This is an optimization exercise on Yosys and OpenROAD, whose aim is small area, not a production implementation.
In this exercise RTL edits were held to simulation tests only and were not proved equivalent to the original.
Power is estimated from default activity; no workload was simulated.

run R:
==> flow/design.v <==
package rc_pkg;
  localparam logic [1:0] S_IDLE = 2'd0;
  localparam logic [1:0] S_RUN  = 2'd1;
  localparam logic [1:0] S_DONE = 2'd2;
  localparam logic [1:0] S_TOUT = 2'd3;
  localparam int G3    = 4;
  localparam int G5    = 4;
  localparam int PK_W  = 5 * G3 + 8 * G5;
endpackage
module result_table
#(
  parameter int DATA_W = 32,
  parameter int DEPTH  = 32,
  parameter int AW     = 5
) (
  input  logic              clk,
  input  logic              we,
  input  logic [AW-1:0]     waddr,
  input  logic [DATA_W-1:0] wmask,
  input  logic [DATA_W-1:0] wdata,
  input  logic [AW-1:0]     raddr,
  input  logic [DATA_W-1:0] res,
  output logic              mismatch
);
  localparam int PW = rc_pkg::PK_W;
  localparam int G3 = rc_pkg::G3;
  localparam int G5 = rc_pkg::G5;
  localparam int B5 = 3 * G3;    
  localparam int P5 = 5 * G3;    
  function automatic logic [4:0] enc3(input logic [2:0] m, input logic [2:0] d);
    logic [1:0] e;
    logic [2:0] x;
    x = d;
    case (m)
      3'b111: e = 2'd0;
      3'b110: begin e = 2'd3; x[0] = 1'b0; end
      3'b101: begin e = 2'd2; x[1] = 1'b0; end
      3'b011: begin e = 2'd1; x[2] = 1'b0; end
      3'b100: begin e = 2'd2; x[0] = 1'b0; x[1] = 1'b1; end
      3'b010: begin e = 2'd3; x[0] = 1'b1; x[2] = 1'b0; end
      3'b001: begin e = 2'd1; x[1] = 1'b0; x[2] = 1'b1; end
      default: begin e = 2'd2; x = 3'b011; end
    endcase
    enc3 = {e, x};
  endfunction
  function automatic logic [7:0] enc5(input logic [4:0] m, input logic [4:0] d);
    logic [4:0] a;
    logic [2:0] b;
    a = enc3(m[2:0], d[2:0]);
    case (m[4:3])
      2'b11: b = {1'b0, d[4:3]};
      2'b01: b = {2'b10, d[3]};
      2'b10: b = {2'b11, d[4]};
      default: begin
        b = a[2:0];
        a = {a[4], 2'b11, !a[4] || a[3], a[4] || a[3]};
      end
    endcase
    enc5 = {a, b};
  endfunction
  logic [PW-1:0] wpk;
  always_comb begin
    for (int g = 0; g < G3; g++)
      wpk[5*g +: 5] = enc3(wmask[3*g +: 3], wdata[3*g +: 3]);
    for (int g = 0; g < G5; g++)
      wpk[P5 + 8*g +: 8] = enc5(wmask[B5 + 5*g +: 5], wdata[B5 + 5*g +: 5]);
  end
  logic [DEPTH-1:0] wsel, rsel;
  always_comb begin
    for (int k = 0; k < DEPTH; k++) begin
      wsel[k] = we && (waddr == AW'(k));
      rsel[k] = (raddr == AW'(k));
    end
  end
  logic [PW-1:0] rows [DEPTH];
  logic [PW-1:0] rpk;
  for (genvar k = 0; k < DEPTH; k++) begin : g_row
    logic [PW-1:0] row;
    always_ff @(posedge clk) begin
      if (wsel[k]) row <= wpk;
    end
    assign rows[k] = row;
  end
  for (genvar b = 0; b < PW; b++) begin : g_rd
    logic [11:0] y;
    logic [2:0]  z;
    for (genvar j = 0; j < 10; j++) begin : g_ao
      rc_ao222n u_ao (
        .a1(rsel[3*j]),   .b1(rows[3*j][b]),
        .a2(rsel[3*j+1]), .b2(rows[3*j+1][b]),
        .a3(rsel[3*j+2]), .b3(rows[3*j+2][b]),
        .y (y[j])
      );
    end
    rc_nand2 u_n30 (.a(rsel[30]), .b(rows[30][b]), .y(y[10]));
    rc_nand2 u_n31 (.a(rsel[31]), .b(rows[31][b]), .y(y[11]));
    rc_nand4 u_n0 (.a(y[0]), .b(y[1]), .c(y[2]),  .d(y[3]),  .y(z[0]));
    rc_nand4 u_n1 (.a(y[4]), .b(y[5]), .c(y[6]),  .d(y[7]),  .y(z[1]));
    rc_nand4 u_n2 (.a(y[8]), .b(y[9]), .c(y[10]), .d(y[11]), .y(z[2]));
    assign rpk[b] = |z;
  end
  logic [G3-1:0] mm3;
  logic [G5-1:0] mm5;
  for (genvar g = 0; g < G3; g++) begin : g_c3
    rc_mm3 u_mm (.c(rpk[5*g +: 5]), .r(res[3*g +: 3]), .mm(mm3[g]));
  end
  for (genvar g = 0; g < G5; g++) begin : g_c5
    logic [4:0] a;
    logic [2:0] b, es;
    logic [1:0] r34;
    logic       spare, mm_a, mm_s, mm_b;
    assign {a, b} = rpk[P5 + 8*g +: 8];
    assign r34    = res[B5 + 5*g + 3 +: 2];
    assign spare  = a[3] && (a[4] ? (a[2] && a[0]) : (a[2] && a[1]));
    rc_mm3 u_mm_a (.c(a), .r(res[B5 + 5*g +: 3]), .mm(mm_a));
    rc_mm3 u_mm_s (.c({a[4], a[4] ? a[1] : a[0], b}), .r(res[B5 + 5*g +: 3]), .mm(mm_s));
    assign mm_b   = (!(b[2] &&  b[1]) && (b[0] ^ r34[0]))
                  | (!(b[2] && !b[1]) && ((b[2] ? b[0] : b[1]) ^ r34[1]));
    assign mm5[g] = spare ? mm_s : (mm_a || mm_b);
  end
  assign mismatch = |mm3 || |mm5;
endmodule
module rc_mm3 (input logic [4:0] c, input logic [2:0] r, output logic mm);
  logic [1:0] e;
  logic [2:0] x, ign;
  assign {e, x} = c;
  always_comb begin
    case (e)
      2'd0: ign = 3'b000;
      2'd1: ign = x[2] ? 3'b110 : 3'b100;
      2'd2: ign = !x[1] ? 3'b010 : (x[0] ? 3'b111 : 3'b011);
      default: ign = !x[0] ? 3'b001 : 3'b101;
    endcase
  end
  assign mm = |((x ^ r) & ~ign);
endmodule
module rc_ao222n (input logic a1, b1, a2, b2, a3, b3, output logic y);
  assign y = ~((a1 & b1) | (a2 & b2) | (a3 & b3));
endmodule
module rc_nand4 (input logic a, b, c, d, output logic y);
  assign y = ~(a & b & c & d);
endmodule
module rc_nand2 (input logic a, b, output logic y);
  assign y = ~(a & b);
endmodule
module result_checker
#(
  parameter int DATA_W  = 32,
  parameter int DEPTH   = 32,
  parameter int IDX_W   = $clog2(DEPTH + 1),
  parameter int TIMEOUT = 64
) (
  input  logic              clk,
  input  logic              reset,
  input  logic              exp_we,
  input  logic [IDX_W-1:0]  exp_addr,
  input  logic [DATA_W-1:0] exp_data,
  input  logic [DATA_W-1:0] exp_mask,
  input  logic [IDX_W-1:0]  exp_count,
  input  logic              start,
  input  logic              res_valid,
  input  logic [DATA_W-1:0] res_data,
  output logic              busy,
  output logic              done,
  output logic              timeout,
  output logic              all_pass,
  output logic [IDX_W-1:0]  pass_count,
  output logic [IDX_W-1:0]  fail_count,
  output logic [IDX_W-1:0]  first_fail_idx,
  output logic [DATA_W-1:0] first_fail_data,
  output logic [1:0]        fsm_state
);
  localparam int AW = 5;
  logic [1:0]       state, state_nxt;
  logic [IDX_W-1:0] idx;         
  logic [IDX_W-1:0] fails;
  logic [AW-1:0]    last_idx;    
  logic [5:0]       watchdog;    
  logic [AW-1:0]    ff_idx;
  logic [DATA_W-1:0] ff_data;
  logic             is_run, start_run, take, tick, mismatch, no_fail;
  result_table #(.DATA_W(DATA_W), .DEPTH(DEPTH), .AW(AW)) u_table (
    .clk      (clk),
    .we       (exp_we && !exp_addr[5]),
    .waddr    (exp_addr[AW-1:0]),
    .wmask    (exp_mask),
    .wdata    (exp_data),
    .raddr    (idx[AW-1:0]),
    .res      (res_data),
    .mismatch (mismatch)
  );
  assign is_run     = (state == rc_pkg::S_RUN);
  assign start_run  = start && !is_run;
  assign take       = is_run && res_valid;
  assign tick       = is_run && !res_valid;
  assign no_fail    = (fails == '0);
  always_comb begin
    state_nxt = state;
    if (start_run)
      state_nxt = (exp_count == '0) ? rc_pkg::S_DONE : rc_pkg::S_RUN;
    else if (take && (idx[AW-1:0] == last_idx))
      state_nxt = rc_pkg::S_DONE;
    else if (tick && (watchdog == 6'(TIMEOUT - 1)))
      state_nxt = rc_pkg::S_TOUT;
  end
  always_ff @(posedge clk or negedge reset) begin
    if (!reset) begin
      state <= rc_pkg::S_IDLE;
      idx   <= '0;
      fails <= '0;
    end else begin
      state <= state_nxt;
      if (start_run) begin
        idx   <= '0;
        fails <= '0;
      end else if (take) begin
        idx <= idx + IDX_W'(1);
        if (mismatch) fails <= fails + IDX_W'(1);
      end
    end
  end
  always_ff @(posedge clk) begin
    if (start_run) last_idx <= exp_count[5] ? AW'(DEPTH - 1) : exp_count[AW-1:0] - AW'(1);
    if (start_run || take) watchdog <= '0;
    else if (tick)         watchdog <= watchdog + 6'd1;
    if (take && no_fail) begin
      ff_idx  <= idx[AW-1:0];
      ff_data <= res_data;
    end
  end
  assign busy            = is_run;
  assign done            = state[1];
  assign timeout         = (state == rc_pkg::S_TOUT);
  assign all_pass        = (state == rc_pkg::S_DONE) && no_fail;
  assign fsm_state       = state;
  assign fail_count      = fails;
  assign pass_count      = idx - fails;
  assign first_fail_idx  = {1'b0, ff_idx & {AW{!no_fail}}};
  assign first_fail_data = ff_data & {DATA_W{!no_fail}};
endmodule
export LEC_CHECK = 0
export CAP_MARGIN = 20
export CORE_MARGIN = 2
export CORE_UTILIZATION = 40
export SLEW_MARGIN = 20
export SYNTH_HIERARCHICAL = 1
create_clock -name core_clock -period 7.0 [get_ports {clk}]
standard.sh (not shown) runs the stock make flow with config.mk's settings and CLKGATE_MAP_FILE= SYNTH_SCRIPT=/design/flow/synth_recipe.tcl, a recipe that flattens the netlist after the stock synthesis.
==> flow/flow/run.sh <==
#!/bin/bash
# The standard layout (the standard.sh, unchanged synthesis and steps), with two settings
# passed to ORFS through the environment:
#  - the port buffers that global placement inserts use the smallest buffer, buf_1;
#  - clock tree synthesis clusters up to 10 sinks within 50 um per clkbuf_4 and adds no dummy
#    loads.
# All of make's output goes to standard.log here; ORFS keeps each step's log under orfs/logs.
set -euo pipefail
cd "$(dirname "${BASH_SOURCE[0]}")/.."
export BUFFER_PORTS_ARGS="-buffer_cell sky130_fd_sc_hd__buf_1"
export CTS_ARGS="-sink_clustering_enable -repair_clock_nets -dont_use_dummy_load -buf_list sky130_fd_sc_hd__clkbuf_4 -sink_clustering_size 10 -sink_clustering_max_diameter 50"
bash standard.sh > standard.log 2>&1
Run R finished end to end and its layout was clean on timing, DRC and antenna.
The inputs of run Y differ from those of run R as listed below.
==> flow/flow/run.sh <==
#!/bin/bash
# The standard layout (the standard.sh, unchanged synthesis and steps), with two settings
# passed to ORFS through the environment:
#  - the port buffers that global placement inserts use the smallest buffer, buf_1;
#  - clock tree synthesis clusters up to 28 sinks per clkbuf_16 and adds no dummy loads.
# All of make's output goes to standard.log here; ORFS keeps each step's log under orfs/logs.
set -euo pipefail
cd "$(dirname "${BASH_SOURCE[0]}")/.."
export BUFFER_PORTS_ARGS="-buffer_cell sky130_fd_sc_hd__buf_1"
export CTS_ARGS="-sink_clustering_enable -repair_clock_nets -dont_use_dummy_load -buf_list sky130_fd_sc_hd__clkbuf_16 -sink_clustering_size 28 -sink_clustering_max_diameter 100"
bash standard.sh > standard.log 2>&1
--- a/flow/config.mk
+++ b/flow/config.mk
@@ -8,5 +8,6 @@
 export CAP_MARGIN = 20
 export CORE_MARGIN = 2
-export CORE_UTILIZATION = 40
+export CORE_UTILIZATION = 55
+export PLACE_DENSITY = 0.75
 export SLEW_MARGIN = 20
 export SYNTH_HIERARCHICAL = 1
- Changes observed in run Y relative to run R: clock group total power picked up an extra 7.5%, setup slack +0.17 ns, final non-filler cell total moved down, detailed placement HPWL saw a decrease, sequential share of layout area higher.
- Total power: run Y above run R
- In run Y, the number of detailed-route iterations in the first pass came out 2 above the value in run R.
- Transition at the pin with the smallest max-transition slack | run Y below run R
- Of the two values seen for critical path's slowest cell, nor4_1 was produced by run R and nor3_1 by run Y.

==> what the ideal ports hide <==
Ports are ideal in the flow. The routed layouts listed here were re-timed in OpenROAD. Step 1 assumes that a clkbuf_16 drives the clock port and a buf_2 every other input. Step 2 moves the port delays by t, midway between the first and last clock arrival at a register: inputs arrive t later, outputs are due t later. That takes back most of the time a late clock gives input paths. a / b / c = ideal ports / drivers / drivers and shift; a / b = the first two.
run | t (ns) | setup WS [ns] | worst register clock-pin slew, ns
run R | 1.283 | 0.462 / 0.462 / 0.462 | 0.12 / 0.12
run Y | 0.721 | 0.636 / 0.636 / 0.636 | 0.11 / 0.11
After both steps every run listed still meets setup and hold.
